This is an optimization exercise on Yosys and OpenROAD, whose aim is small area and few clock cycles per item, not a production implementation.
The RTL was checked by simulation tests, not by an equivalence proof against the original design.

==> flow/design.v, too long to show whole: its modules and the start of the top module <==
// module reshapeInstrLatch: 31 lines
// module concatSequencer: 116 lines
// module concatRequant: 1395 lines
// module csaFa: 11 lines
// module csaHa: 10 lines
// module reshapeConcatTop: 93 lines
module reshapeConcatTop
(
    input  logic         clk,
    input  logic         arstN,
    input  logic         start,
    input  logic [31:0]  reg4,
    input  logic [31:0]  reg5,
    input  logic [31:0]  reg6,
    input  logic [31:0]  reg7,
    input  logic [31:0]  reg8,
    input  logic [31:0]  reg9,
    input  logic         inValid,
    input  logic signed [7:0]         inData,
    input  logic         outCredit,
    output logic         inCredit,
    output logic         outValid,
    output logic signed [7:0]         outData,
    output logic         busy,
    output logic         done
);
  // ...
==> flow/flow/run.sh <==
#!/bin/bash
# The standard layout, with the smallest buffer on every input and output port.
set -euo pipefail
bash standard.sh "BUFFER_PORTS_ARGS=-buffer_cell sky130_fd_sc_hd__buf_1" finish > make_finish.log 2>&1
==> flow/standard.sh <==
#!/bin/bash
# synth_recipe.tcl (not shown) runs the flow's synth.tcl, then flattens the netlist and writes it again
# the make line also repeats each setting of config.mk as NAME=value (left out here)
make -C /OpenROAD-flow-scripts/flow DESIGN_CONFIG=/design/flow/config.mk WORK_HOME=/design/flow/orfs CLKGATE_MAP_FILE= SYNTH_SCRIPT=/design/flow/synth_recipe.tcl "${@:-finish}"
==> flow/config.mk <==
export PLATFORM = sky130hd
export DESIGN_NAME = reshapeConcatTop
export DESIGN_NICKNAME = reshapeConcatTop
export VERILOG_FILES = /design/flow/design.v
export SDC_FILE = /design/flow/constraint.sdc
export NUM_CORES = 4
export LEC_CHECK = 0
export CAP_MARGIN = 20
export CORE_MARGIN = 2
export CORE_UTILIZATION = 40
export SLEW_MARGIN = 20
export SYNTH_HIERARCHICAL = 1
export SYNTH_MINIMUM_KEEP_SIZE = 0
==> flow/constraint.sdc <==
create_clock -name core_clock -period 9.0 [get_ports {clk}]
set_input_delay 1.8000 -clock core_clock [delete_from_list [all_inputs] [get_ports {clk}]]
set_output_delay 1.8000 -clock core_clock [all_outputs]
set_load 0.01 [all_outputs]
==> flow_summary.ini, run 1 <==
[finish]
seq_cell_count = 208
finalInstanceArea_um2 = 19700
nMultiInputCombCells = 1180
multi_input_area_share_pct = 54.9
seq_area_share_pct = 31.3
buffers = 203
regMostFlops = u_requant.parkMem
area_dominant_class = multi-input gates
multi_input_area_um2 = 10800
drive_gt1_share_pct = 7.28
n_clock_buffer = 29

[worst_setup_path]
cp.required_ns = 9.27
max_stage_delay_ns = 0.88
end_kind = flop

[run_status]
outcome = complete, no violations

[global_route]
grt_use_met2_pct = 31.3
met1_usage_pct = 26.1
top_usage_layer = met2
grt_usage_pct = 19.2

[min_path]
holdPathStages = 1

[detailed_routing]
top_layer = met5
num_vias = 12200
wl_met1_um = 18300

[floorplan]
fp-row-count = 76
die_area_um2 = 45700

[timing]
finalCriticalPeriod_ns = 8.17

[clock_tree]
ctsHtreeMaxLevel = 1
clkLatencyLatePin_ns = 0.53

[placed_design]
gp_congestion = 0.874
pre_cts_ws_ns = 0.594
place_inst = 2259

[yosys]
synth.distinct_cells = 77
Testbench counts, summed over its fixed seeds: cycles 38,898, items 34,023.
==> run 2: changes to the inputs <==
--- a/flow/config.mk
+++ b/flow/config.mk
@@ -5,9 +5,9 @@
 export SDC_FILE = /design/flow/constraint.sdc
 export NUM_CORES = 4
 export LEC_CHECK = 0
-export CAP_MARGIN = 20
+export CAP_MARGIN = 0
 export CORE_MARGIN = 2
-export CORE_UTILIZATION = 40
-export SLEW_MARGIN = 20
+export CORE_UTILIZATION = 65
+export SLEW_MARGIN = 0
 export SYNTH_HIERARCHICAL = 1
 export SYNTH_MINIMUM_KEEP_SIZE = 0
==> flow_summary.ini, run 2 <==
[timing]
grt_setup_unrepaired = no
skew_ns = 0.0186
hold_viol = 0
max_slew_margin_pct = 27.0
fmax_mhz = 120
setup-violations-final = 0
worst_slew_pin_slew_ns = 1.09
setup_tns_ns = 0
timing.final.ws_setup_ns = 0.678
fin_hold_ws_ns = 0.500
fin_crit_sh_pct = 92.5
drv_slew = 0
finalCriticalPeriod_ns = 8.32

[yosys]
synth.net_count = 2052
synth.distinct_cells = 77
avgSynthCellArea_um2 = 11.4
ys.warnings.count = 9
yosysMostFrequentCell = nand2_1
ys_seq_elements = 208
seq_area_frac_synth_pct = 35.1
synth_top_cell_area_share_pct = 32.9
syn_inst = 1546
synth_top_area_cell = edfxtp_1
ys.flop_type = edfxtp_1
synthTopCellsByCount = nand2_1 (277), fa_1 (214), edfxtp_1 (193)
synth_enable_flop_cells = 193
ys_async_sr_fraction_pct = 7.21
synthTopCellsByArea = edfxtp_1 (33%), fa_1 (24%), ha_1 (6.2%)
syn-cell-area_um2 = 17600

[placed_design]
gp_congestion = 0.894
place_inst = 2012
dpl_cell_area_um2 = 18600
portBuffers = 164
hpwlAfterDp_um = 30400
pre_cts_ws_ns = 0.788

[global_route]
grt-ovfl-total = 0
grt_pass1_vias = 12500
grt_usage_pct = 29.1
grt_pass1_wl_um = 64400
antenna_found_initial = 1
grt_max_degree = 88

[detailed_routing]
post_drt_wl_per_cell_um = 19.5
remaining_drc_errors = 0
routed_via_density = 6.00
finalWirelength_um = 40100
num_vias = 12300
dr.first_iter.drc_count = 935
drtPass1Iterations = 5
ant_nets = 0

[run_status]
outcome = complete, no violations

[clock_tree]
clk_pin_slew_ns = 0.06
cts_setup_buffers = 0
cts_buffers = 22
cts.hold.buffers_added = 0
cts_root_buffer = clkbuf_16
cts_tree = done
clock_sinks = 208
ctsHtreeMaxLevel = 1
post_cts_resized = 0
cts_max_path_buffers = 3
clkLatencyLatePin_ns = 0.52

[finish]
layout_common_cells = nand2_1 (277), fa_1 (214), edfxtp_1 (193)
nFillCells = 1944
layout_commonest_cell = nand2_1
finalInstanceArea_um2 = 19300
syn2layout_area_growth_pct = 9.49
drive_gt1_share_pct = 6.38
regMostFlops = u_requant.parkMem
fin_nets = 2201
instances_no_fill = 2051
largest_register_ffs = 32
reg_top3 = u_requant.parkMem (32), u_instrLatch.scaleLo1 (23), u_instrLatch.scaleLo2 (23)

[worst_setup_path]
crit_buf_inv = 0
max_stage_delay_ns = 0.80
end_kind = flop
crit_path_max_fanout = 18
crit_slowest_cell = a311oi_1
worstPathCellList = mux2_2 > xnor2_1 > nand2_1 > fa_1 > fa_1 > fa_1 > fa_1 > fa_1 > fa_1 > ha_1 > a21o_1 > a311oi_1 > and2_1 > a311oi_1 > a31oi_1 > xnor2_1 > nand4b_1 > a221o_1
cp.required_ns = 9.25
worst-endpoint-arrival_ns = 8.57
path_common_cell = fa_1
start_kind = flop
path_class = reg -> reg
critPathTopFamily = adder cells

[floorplan]
die_h_um = 169
io_pins = 217
initial_core_util_pct = 65.6
die_area_um2 = 28400
core_area_um2 = 26800
fp-row-count = 60
die_width_um = 169

[job]
cap_viol_max_count = 0

[min_path]
min_path_type = reg -> reg
## run 2: cell counts after synthesis
No cell type changed its count.
## run 2: path summary, 6_finish.rpt
check | cells after the start | slack [ns] | endpoint | start
setup / recovery | 18 | 0.68 | u_requant.outData[5]$_DFFE_PP_ | u_requant.s1Src$_DFFE_PP_
hold / removal | 1 | 0.50 | u_sequencer.wp[2]$_DFFE_PN0P_ | u_sequencer.wp[2]$_DFFE_PN0P_
setup reg to reg | 18 | 0.68 | u_requant.outData[5]$_DFFE_PP_ | u_requant.s1Src$_DFFE_PP_
hold reg to reg | 1 | 0.50 | u_sequencer.wp[2]$_DFFE_PN0P_ | u_sequencer.wp[2]$_DFFE_PN0P_
max in group asynchronous | 1 | 7.11 | u_sequencer.lastPend$_DFFE_PN0P_ | arstN
min in group asynchronous | 1 | 1.37 | u_requant.outValid$_DFF_PN0_ | arstN
## run 2: layout make-up
type | instances | area, µm² | area share, %
multi-input combinational | 1180 | 10800 | 56.0
antenna | 1 | 2.50 | 0.0130
tap | 341 | 427 | 2.22
clock buffer | 29 | 618 | 3.21
clock inverter | 9 | 48.8 | 0.253
sequential | 208 | 6170 | 32.0
inverter | 83 | 314 | 1.63
timing repair buffer | 200 | 886 | 4.60
## run 2: cell families after synthesis
group	Yosys count	synth area share [%]
xor gates and xnor gates	111	5.53
adders and majority gates	301	30.5
DFF	208	35.1
muxes	63	4.21
AOI/OAI and AO/OA	190	7.18
and+or+nand+nor	515	13.9
buffers and inverters	158	3.56
## run 2: modules after synthesis, one instance, submodules excluded, a selection
module,cell area [µm²],flip-flops and latches,cells
concatSequencer,3650,66,334
concatRequant,6950,60,887
csaHa,12.5,0,1
reshapeInstrLatch,2560,82,98
csaFa,20.0,0,1
## run 2: stage by stage
step | utilization (%)
floorplan | -
global placement | 69.4
detailed placement | 69.4
CTS | 71.9
global route | 71.9
finish | 71.9
## run 2: worst reg2reg max path, cell delays in order (launching register included)
cell and delay, ns:
edfxtp_1 0.36, mux2_2 0.56, xnor2_1 0.72, nand2_1 0.18, fa_1 0.60, fa_1 0.44
fa_1 0.46, fa_1 0.41, fa_1 0.54, fa_1 0.42, ha_1 0.39, a21o_1 0.16
a311oi_1 0.19, and2_1 0.23, a311oi_1 0.80, a31oi_1 0.29, xnor2_1 0.35, nand4b_1 0.47
a221o_1 0.50
## run 2: routing by layer
metal  routed length [µm]  global-route usage [%]  vias to the layer above
met5                    0                       0                        -
met4                  986                    7.50                        0
met3                 3010                    5.07                       79
met2                19400                    48.3                      486
met1                16600                    40.4                     6094
li1                     -                       -                     5642
==> run 3: changes to the inputs <==
--- a/flow/config.mk
+++ b/flow/config.mk
@@ -8,6 +8,8 @@
 export CAP_MARGIN = 0
 export CORE_MARGIN = 2
 export CORE_UTILIZATION = 65
+export CTS_BUF_LIST = sky130_fd_sc_hd__clkbuf_8
+export CTS_CLUSTER_SIZE = 20
 export SLEW_MARGIN = 0
 export SYNTH_HIERARCHICAL = 1
 export SYNTH_MINIMUM_KEEP_SIZE = 0
==> flow_summary.ini, run 3 <==
[floorplan]
die_h_um = 169
initial_core_util_pct = 65.6
io_pins = 217
die_area_um2 = 28400
core_area_um2 = 26800
die_width_um = 169
fp-row-count = 60

[yosys]
synth_top_area_cell = edfxtp_1
avgSynthCellArea_um2 = 11.4
yosysMostFrequentCell = nand2_1
ys_seq_elements = 208
ys_async_sr_fraction_pct = 7.21
synth_enable_flop_cells = 193
syn_inst = 1546
syn-cell-area_um2 = 17600
synth.net_count = 2052
ys.warnings.count = 9
synth_top_cell_area_share_pct = 32.9
synthTopCellsByCount = nand2_1 (277), fa_1 (214), edfxtp_1 (193)
synth.distinct_cells = 77
ys.flop_type = edfxtp_1
synthTopCellsByArea = edfxtp_1 (33%), fa_1 (24%), ha_1 (6.2%)
seq_area_frac_synth_pct = 35.1

[timing]
grt_setup_unrepaired = no
drv_slew = 0
setup_tns_ns = 0
skew_ns = 0.0223
fmax_mhz = 121
worst_slew_pin_slew_ns = 1.08
hold_viol = 0
finalCriticalPeriod_ns = 8.30
max_slew_margin_pct = 27.8
setup-violations-final = 0
fin_crit_sh_pct = 92.2

[finish]
fin_nets = 2214
layout_commonest_cell = nand2_1
largest_register_ffs = 32
nFillCells = 1956
drive_gt1_share_pct = 7.21
reg_top3 = u_requant.parkMem (32), u_instrLatch.scaleLo1 (23), u_instrLatch.scaleLo2 (23)
layout_common_cells = nand2_1 (277), fa_1 (214), edfxtp_1 (193)
regMostFlops = u_requant.parkMem
finalInstanceArea_um2 = 19300
final_core_util_pct = 72.0
seq_area_um2 = 6170
syn2layout_area_growth_pct = 9.73
multi_input_area_um2 = 10800

[detailed_routing]
dr.first_iter.drc_count = 839
finalWirelength_um = 40000
routed_via_density = 5.93
post_drt_wl_per_cell_um = 19.3
drtPass1Iterations = 5
remaining_drc_errors = 0
num_vias = 12300
ant_nets = 0

[clock_tree]
cts_root_buffer = clkbuf_8
post_cts_resized = 0
clkLatencyLatePin_ns = 0.52
clk_pin_slew_ns = 0.06
cts_buffers = 35
cts_tree = done
cts_max_path_buffers = 3
clock_sinks = 208
cts.hold.buffers_added = 0
ctsHtreeMaxLevel = 2
cts_setup_buffers = 0

[global_route]
grt_pass1_wl_um = 64300
grt_pass1_vias = 12700
grt_usage_pct = 29.1
grt-ovfl-total = 0
antenna_found_initial = 1
grt_max_degree = 88

[job]
cap_viol_max_count = 0

[worst_setup_path]
start_kind = flop
path_class = reg -> reg
end_kind = flop
cp.required_ns = 9.25
worst-endpoint-arrival_ns = 8.55
crit_path_max_fanout = 18

[placed_design]
portBuffers = 164
dpl_cell_area_um2 = 18600
gp_congestion = 0.894
hpwlAfterDp_um = 30400

[run_status]
outcome = complete, no violations

[min_path]
min_path_type = reg -> reg
[run 3: cell count changes in the layout (fill, tap and decap cells not counted)]
cell	before	now
inv_8	1	0
bufinv_16	0	2
inv_6	0	1
clkinv_2	3	1
clkbuf_1	4	0
clkbuf_8	2	41
inv_1	82	95
clkbuf_16	23	0
[run 3: cells by family (layout without fill, tap and decap cells)]
group	count (synthesis)	count (layout)	share of synthesized area, %
AOI/OAI and AO/OA	190	190	7.18
other	0	1	0
adders and majority gates	301	301	30.5
xor gates and xnor gates	111	111	5.53
muxes	63	63	4.21
buffers and inverters	158	346	3.56
DFF	208	208	35.1
and+or+nand+nor	515	515	13.9
[run 3: final cells by class]
class	count	area share, %
well taps	341	2.21
multi-input cells	1180	55.9
repair buffers	200	4.59
flip-flops and latches	208	32.0
clock buffers	41	2.92
diodes	1	0.0130
inverters	83	1.63
clock inverters	22	0.752
[run 3: per-stage QoR]
stage,instances,setup WS (ns),hold slack [ns]
floorplan,1546,1.51,0.448
global placement,2012,1.01,0.477
detailed placement,2012,0.788,0.493
CTS,2075,0.770,0.500
global route,2075,0.418,0.504
finish,2076,0.702,0.501
[run 3: final timing paths]
| check | start | to | slack, ns | depth (start not counted) |
|---|---|---|---|---|
| min in group asynchronous | arstN | u_requant.outValid$_DFF_PN0_ | 1.35 | 1 |
| max in group asynchronous | arstN | u_sequencer.lastPend$_DFFE_PN0P_ | 7.11 | 1 |
| hold reg to reg | u_sequencer.wp[2]$_DFFE_PN0P_ | u_sequencer.wp[2]$_DFFE_PN0P_ | 0.50 | 1 |
| setup / recovery | u_requant.s1Src$_DFFE_PP_ | u_requant.outData[5]$_DFFE_PP_ | 0.70 | 18 |
| hold / removal | u_sequencer.wp[2]$_DFFE_PN0P_ | u_sequencer.wp[2]$_DFFE_PN0P_ | 0.50 | 1 |
| setup reg to reg | u_requant.s1Src$_DFFE_PP_ | u_requant.outData[5]$_DFFE_PP_ | 0.70 | 18 |
[run 3: layer usage]
metal | GRT usage [%] | routed length, µm | vias to the layer above
met5 | 0 | 0 | -
met1 | 39.8 | 16700 | 6053
met3 | 5.78 | 2920 | 84
met2 | 47.7 | 19200 | 499
met4 | 8.88 | 1130 | 0
li1 | - | - | 5676
[run 3: worst max-delay path, stage by stage (launching register included)]
cell and delay, ns:
edfxtp_1 0.36, mux2_2 0.56, xnor2_1 0.70, nand2_1 0.18, fa_1 0.60, fa_1 0.44, fa_1 0.46, fa_1 0.41
fa_1 0.54, fa_1 0.42, ha_1 0.39, a21o_1 0.16, a311oi_1 0.18, and2_1 0.22, a311oi_1 0.79, a31oi_1 0.28
xnor2_1 0.34, nand4b_1 0.47, a221o_1 0.50
[run 3: Yosys stat by module (local to each module, per instance), excerpt]
module | times used | cell area [µm²] | cells | flops+latches
csaFa | 212 | 20.0 | 1 | 0
concatSequencer | 1 | 3650 | 334 | 66
reshapeInstrLatch | 1 | 2560 | 98 | 82
csaHa | 15 | 12.5 | 1 | 0
concatRequant | 1 | 6950 | 887 | 60
==> run 4: changes to the inputs <==
==> flow/run.sh (new file) <==
#!/bin/bash
# synth_recipe.tcl (not shown) runs the flow's synth.tcl, then flattens the netlist and writes it again
# the make line also repeats each setting of config.mk as NAME=value (left out here)
make -C /OpenROAD-flow-scripts/flow DESIGN_CONFIG=/design/flow/config.mk WORK_HOME=/design/flow/orfs CLKGATE_MAP_FILE= SYNTH_SCRIPT=/design/flow/synth_recipe.tcl finish
==> flow/config.mk (replaced) <==
export PLATFORM = sky130hd
export DESIGN_NAME = reshapeConcatTop
export DESIGN_NICKNAME = reshapeConcatTop
export VERILOG_FILES = /design/flow/design.v
export SDC_FILE = /design/flow/constraint.sdc
export NUM_CORES = 4
export LEC_CHECK = 0
export CAP_MARGIN = 20
export CORE_MARGIN = 2
export CORE_UTILIZATION = 40
export CTS_BUF_LIST = sky130_fd_sc_hd__clkbuf_4
export CTS_CLUSTER_SIZE = 30
export SLEW_MARGIN = 20
export SYNTH_HIERARCHICAL = 1
export SYNTH_MINIMUM_KEEP_SIZE = 0
removed: flow/flow/run.sh
removed: flow/standard.sh
==> flow_summary.ini, run 4 <==
[global_route]
met1_usage_pct = 25.9
antenna_found_initial = 11
grt_usage_pct = 20.0
grt_pass1_vias = 13200
grt_pass1_wl_um = 70100
top_usage_layer = met2
use_met3_pct = 6.05
grt_max_degree = 99
grt_use_met2_pct = 32.5
grt-ovfl-total = 0

[timing]
fin_crit_sh_pct = 92.5
finalCriticalPeriod_ns = 8.32
worst_slew_pin_slew_ns = 1.15
max_slew_margin_pct = 22.5
setup_tns_ns = 0
fmax_mhz = 120
grt_setup_unrepaired = no
hold_viol = 0
setup-violations-final = 0
drv_slew = 0
skew_ns = 0.0799

[floorplan]
die_h_um = 214
initial_core_util_pct = 40.7
io_pins = 217
fp-row-count = 76
core_area_um2 = 43300
die_width_um = 214
die_area_um2 = 45700

[run_status]
outcome = complete, no violations

[yosys]
synth_top_family_by_area = adder cells
synth-simple-area-share_pct = 13.9
synth_top_cell_area_share_pct = 32.9
synth_top_area_cell = edfxtp_1
syn_inst = 1546
syn-cell-area_um2 = 17600
ys.flop_type = edfxtp_1
yosys.area_share.adder_pct = 30.5
muxShareOfSynthArea_pct = 4.21
ys.warnings.count = 9
synth_enable_flop_cells = 193
seq_area_frac_synth_pct = 35.1
synth.distinct_cells = 77
synthTopCellsByArea = edfxtp_1 (33%), fa_1 (24%), ha_1 (6.2%)
ys_seq_elements = 208
synth-xor-area-share_pct = 5.53
yosysMostFrequentCell = nand2_1
avgSynthCellArea_um2 = 11.4
synth_compound_area_share_pct = 7.18
synth.net_count = 2052
synthTopCellsByCount = nand2_1 (277), fa_1 (214), edfxtp_1 (193)
ys_async_sr_fraction_pct = 7.21

[min_path]
worstHoldEndpoint = u_sequencer.wp[2]$_DFFE_PN0P_
worstHoldStart = u_sequencer.wp[2]$_DFFE_PN0P_
holdPathStages = 1
min_path_type = reg -> reg

[clock_tree]
cts_setup_buffers = 0
cts.hold.buffers_added = 0
clk_pin_slew_ns = 0.06
clock_sinks = 208
cts_tree = done
cts_root_buffer = clkbuf_4
cts_max_path_buffers = 3
post_cts_resized = 0
cts_buffers = 56
ctsHtreeMaxLevel = 2
clkLatencyLatePin_ns = 0.79

[placed_design]
gp_congestion = 0.873
hpwlAfterDp_um = 32700
portBuffers = 164

[finish]
seq_area_um2 = 6170
layout_common_cells = nand2_1 (277), fa_1 (214), edfxtp_1 (193)
regMostFlops = u_requant.parkMem
largest_register_ffs = 32
drive_gt1_share_pct = 10.1
fin_nets = 2238
nFillCells = 3976
reg_top3 = u_requant.parkMem (32), u_instrLatch.scaleLo1 (23), u_instrLatch.scaleLo2 (23)
layout_commonest_cell = nand2_1
syn2layout_area_growth_pct = 18.2
multi_input_area_um2 = 10800

[worst_setup_path]
path_class = reg -> reg
reg2reg_to = u_requant.outData[5]$_DFFE_PP_
worstRegToRegCells = 19
end_kind = flop
r2r_slack_ns = 0.68
r2r_start = u_requant.s1Src$_DFFE_PP_
crit_path_max_fanout = 27
cp.required_ns = 9.50
worst-endpoint-arrival_ns = 8.82
start_kind = flop

[detailed_routing]
num_vias = 12400
dr.first_iter.drc_count = 767
drtPass1Iterations = 5
finalWirelength_um = 44000
post_drt_wl_per_cell_um = 18.6
routed_via_density = 5.23
ant_nets = 0
remaining_drc_errors = 0

[job]
cap_viol_max_count = 0
## run 4: changes by cell type in the layout (fill, tap and decap cells not counted), moves of 3 or more
cell,before,now
buf_1,164,0
buf_4,36,39
clkbuf_4,0,83
clkbuf_8,41,0
clkdlybuf4s50_1,0,164
clkinv_1,4,14
diode_2,1,6
inv_1,95,82
mux2i_1,47,44
mux2i_2,0,3
## run 4: critical path, cell delays in order, from the launching register on
cell and delay (ns):
edfxtp_1 0.35, buf_4 0.45, mux2i_1 0.17, xnor2_1 0.92
nand2_1 0.22, fa_1 0.61, fa_1 0.44, fa_1 0.47
fa_1 0.42, fa_1 0.54, fa_1 0.43, ha_1 0.40
a21o_1 0.17, a311oi_1 0.11, and2_1 0.18, a311oi_1 0.62
a31oi_1 0.26, xnor2_1 0.34, nand4b_1 0.42, a221o_1 0.49
## run 4: per-stage QoR
| step | area (µm²) | hold WS, ns | utilization [%] | setup slack [ns] | cells |
|---|---|---|---|---|---|
| after floorplan | 17600 | 0.448 | - | 1.51 | 1546 |
| after global placement | 20000 | 0.479 | 46.1 | 0.843 | 2259 |
| after detailed placement | 20000 | 0.491 | 46.1 | 0.706 | 2259 |
| after CTS | 20800 | 0.498 | 48.0 | 0.665 | 2364 |
| after global routing | 20800 | 0.525 | 48.1 | 0.269 | 2366 |
| final | 20800 | 0.505 | 48.1 | 0.679 | 2370 |
## run 4: kinds of logic (layout without fill, tap and decap cells)
| family | Yosys count | after routing |
|---|---|---|
| muxes | 63 | 63 |
| AOI/OAI and AO/OA | 190 | 190 |
| xor gates and xnor gates | 111 | 111 |
| buffers and inverters | 158 | 391 |
| and+or+nand+nor | 515 | 515 |
| DFF | 208 | 208 |
| adders and majority gates | 301 | 301 |
| other | 0 | 6 |
## run 4: modules after synthesis (local to each module, per instance), a selection
module / times used / cell area [µm²] / flops+latches / cells
concatRequant: 1 / 6950 / 60 / 887
concatSequencer: 1 / 3650 / 66 / 334
reshapeInstrLatch: 1 / 2560 / 82 / 98
csaFa: 212 / 20.0 / 0 / 1
csaHa: 15 / 12.5 / 0 / 1
## run 4: worst max path at each step
| stage | to | slack, ns | from |
|---|---|---|---|
| after floorplan | u_requant.outData[5]$_DFFE_PP_ | 1.51 | u_requant.s1Src$_DFFE_PP_ |
| after global placement | u_requant.outData[5]$_DFFE_PP_ | 0.84 | u_requant.s1Src$_DFFE_PP_ |
| after detailed placement | u_requant.outData[5]$_DFFE_PP_ | 0.71 | u_requant.s1Src$_DFFE_PP_ |
| after CTS | u_requant.outData[5]$_DFFE_PP_ | 0.67 | u_requant.s1Src$_DFFE_PP_ |
| after global routing | u_requant.outData[5]$_DFFE_PP_ | 0.27 | u_requant.s1Src$_DFFE_PP_ |
| final | u_requant.outData[5]$_DFFE_PP_ | 0.68 | u_requant.s1Src$_DFFE_PP_ |
## run 4: layer usage
layer  vias up  wire (µm)
met5         -         61
li1       5772          -
met1      6097      18500
met4        10        847
met3        75       3830
met2       449      20800
## run 4: area by class of cell
class,count,area share (%)
sequential,208,29.7
antenna,6,0.0722
clock inverter,22,0.872
multi-input combinational,1180,52.0
clock buffer,83,3.00
tap,585,3.52
timing repair buffer,203,9.30
inverter,83,1.52
==> run 5: changes to the inputs <==
--- a/flow/config.mk
+++ b/flow/config.mk
@@ -8,8 +8,6 @@
 export CAP_MARGIN = 20
 export CORE_MARGIN = 2
 export CORE_UTILIZATION = 40
-export CTS_BUF_LIST = sky130_fd_sc_hd__clkbuf_4
-export CTS_CLUSTER_SIZE = 30
 export SLEW_MARGIN = 20
 export SYNTH_HIERARCHICAL = 1
 export SYNTH_MINIMUM_KEEP_SIZE = 0
==> flow_summary.ini, run 5 <==
[worst_setup_path]
crit_start = u_requant.s1Src$_DFFE_PP_
path_class = reg -> reg
worst-endpoint-arrival_ns = 8.53
end_kind = flop
r2r_start = u_requant.s1Src$_DFFE_PP_
start_kind = flop
cp.required_ns = 9.29
crit_path_max_fanout = 27

[floorplan]
fp-row-count = 76
die_area_um2 = 45700
die_width_um = 214
die_h_um = 214
initial_core_util_pct = 40.7
io_pins = 217
core_area_um2 = 43300

[clock_tree]
clock_sinks = 208
post_cts_resized = 0
cts.hold.buffers_added = 0
clk_pin_slew_ns = 0.06
ctsHtreeMaxLevel = 1
cts_buffers = 25
cts_max_path_buffers = 3
cts_root_buffer = clkbuf_16
clkLatencyLatePin_ns = 0.54
cts_tree = done
cts_setup_buffers = 0

[yosys]
avgSynthCellArea_um2 = 11.4
syn-cell-area_um2 = 17600
ys_seq_elements = 208
syn_inst = 1546
ys_async_sr_fraction_pct = 7.21
seq_area_frac_synth_pct = 35.1
yosysMostFrequentCell = nand2_1
synth_top_area_cell = edfxtp_1
synth_top_cell_area_share_pct = 32.9
synth_enable_flop_cells = 193
synthTopCellsByCount = nand2_1 (277), fa_1 (214), edfxtp_1 (193)
synth.net_count = 2052
synthTopCellsByArea = edfxtp_1 (33%), fa_1 (24%), ha_1 (6.2%)
ys.flop_type = edfxtp_1
synth.distinct_cells = 77
ys.warnings.count = 9

[detailed_routing]
remaining_drc_errors = 0
routed_via_density = 5.27
dr.first_iter.drc_count = 804
post_drt_wl_per_cell_um = 18.8
drtPass1Iterations = 7
ant_nets = 0
num_vias = 12200
finalWirelength_um = 43400

[global_route]
grt_max_degree = 99
grt_pass1_wl_um = 69400
grt_pass1_vias = 12900
grt_usage_pct = 19.6
antenna_found_initial = 12
grt-ovfl-total = 0

[placed_design]
hpwlAfterDp_um = 32700
gp_congestion = 0.873
portBuffers = 164

[finish]
regMostFlops = u_requant.parkMem
layout_commonest_cell = nand2_1
fin_nets = 2207
reg_top3 = u_requant.parkMem (32), u_instrLatch.scaleLo1 (23), u_instrLatch.scaleLo2 (23)
layout_common_cells = nand2_1 (277), fa_1 (214), edfxtp_1 (193)
largest_register_ffs = 32
drive_gt1_share_pct = 7.27
syn2layout_area_growth_pct = 18.1

[timing]
fin_crit_sh_pct = 91.6
setup_tns_ns = 0
max_slew_margin_pct = 24.0
setup-violations-final = 0
drv_slew = 0
hold_viol = 0
grt_setup_unrepaired = no
finalCriticalPeriod_ns = 8.24
fmax_mhz = 121
skew_ns = 0.0186
worst_slew_pin_slew_ns = 1.11

[min_path]
min_path_type = reg -> reg
worstHoldStart = u_sequencer.wp[2]$_DFFE_PN0P_

[job]
cap_viol_max_count = 0

[run_status]
outcome = complete, no violations
-- run 5: cell types whose count changed in the layout (fill, tap and decap cells not counted), sizes merged --
cell	before	now
inv	86	87
bufinv	3	2
clkbuf	83	31
diode	6	7
clkinvlp	0	2
clkinv	16	6
-- run 5: final cells by class --
cell class	count	area (µm²)
diodes	7	17.5
repair buffers	203	1930
clock buffers	31	648
well taps	585	732
inverters	83	317
flip-flops and latches	208	6170
fillers	3930	22500
clock inverters	14	140
multi-input cells	1180	10800
-- run 5: through the flow --
stage                     setup WS (ns)  utilization (%)  instances  hold WS (ns)  instance area (µm²)
after global routing              0.285             48.0       2306         0.524                20800
after global placement            0.843             46.1       2259         0.479                20000
final                             0.759             48.0       2311         0.499                20800
after detailed placement          0.706             46.1       2259         0.491                20000
after CTS                         0.683             48.0       2304         0.498                20700
after floorplan                    1.51                -       1546         0.448                17600
-- run 5: modules after synthesis (local to each module, per instance), excerpt --
module / times used / cell area (µm²)
concatSequencer: 1 / 3650
concatRequant: 1 / 6950
csaHa: 15 / 12.5
csaFa: 212 / 20.0
reshapeInstrLatch: 1 / 2560
-- run 5: per-layer routing --
layer | up-vias | track usage (%) | share of wire, % | routed length (µm)
li1 | 5662 | - | - | -
met3 | 74 | 5.01 | 8.9 | 3860
met5 | - | 0 | 0.12 | 52
met1 | 6005 | 26.2 | 42 | 18100
met4 | 10 | 4.62 | 2.0 | 869
met2 | 437 | 32.2 | 47 | 20500
-- run 5: final timing paths --
path	to	slack (ns)	cells past startpoint
setup / recovery	u_requant.outData[5]$_DFFE_PP_	0.76	19
hold / removal	u_sequencer.wp[2]$_DFFE_PN0P_	0.50	1
setup reg to reg	u_requant.outData[5]$_DFFE_PP_	0.76	19
hold reg to reg	u_sequencer.wp[2]$_DFFE_PN0P_	0.50	1
max in group asynchronous	u_sequencer.outCred[0]$_DFFE_PN0P_	6.86	1
min in group asynchronous	u_sequencer.busy$_DFFE_PN0P_	1.69	1
-- run 5: cell families after synthesis --
family | after synthesis | synth area share, %
adder cells (fa/ha/maj) | 301 | 30.5
buffers and inverters | 158 | 3.56
AO/OA/AOI/OAI | 190 | 7.18
multiplexers | 63 | 4.21
flip-flops | 208 | 35.1
XOR/XNOR | 111 | 5.53
AND/OR/NAND/NOR | 515 | 13.9
-- run 5: worst max-delay path, stage by stage (launching register included) --
cell and delay (ns):
edfxtp_1 0.35, buf_4 0.45, mux2i_1 0.17, xnor2_1 0.87
nand2_1 0.22, fa_1 0.49, fa_1 0.57, fa_1 0.45
fa_1 0.41, fa_1 0.54, fa_1 0.42, ha_1 0.40
a21o_1 0.17, a311oi_1 0.11, and2_1 0.18, a311oi_1 0.62
a31oi_1 0.26, xnor2_1 0.34, nand4b_1 0.43, a221o_1 0.49

## afterwards: timing with drivers on the ports
The flow's constraints put no driver on any port. The routed layouts listed below were extracted and timed again, unchanged, in two steps. Step 1: set_driving_cell puts a clkbuf_16 on clk and a buf_2 on each other input, an assumption about the parent block. Step 2, shift: input delay + t, output delay - t, t = (earliest + latest rising clock arrival at the registers) / 2. This alone moves slack from input paths to output paths. Slacks: ideal ports / drivers / drivers and shift; pairs: ideal ports / drivers.
run | t, ns | setup slack, ns | worst setup path at the end | worst data-port slew with drivers (ns)
run 1 | 0.570 | 0.831 / 0.831 / 0.831 | register to register | 0.09
run 2 | 0.553 | 0.678 / 0.678 / 0.678 | register to register | 0.07
run 3 | 0.553 | 0.702 / 0.702 / 0.702 | register to register | 0.07
run 4 | 0.798 | 0.679 / 0.679 / 0.679 | register to register | 0.10
run 5 | 0.582 | 0.759 / 0.759 / 0.759 | register to register | 0.10
After both steps every run listed still meets setup and hold.
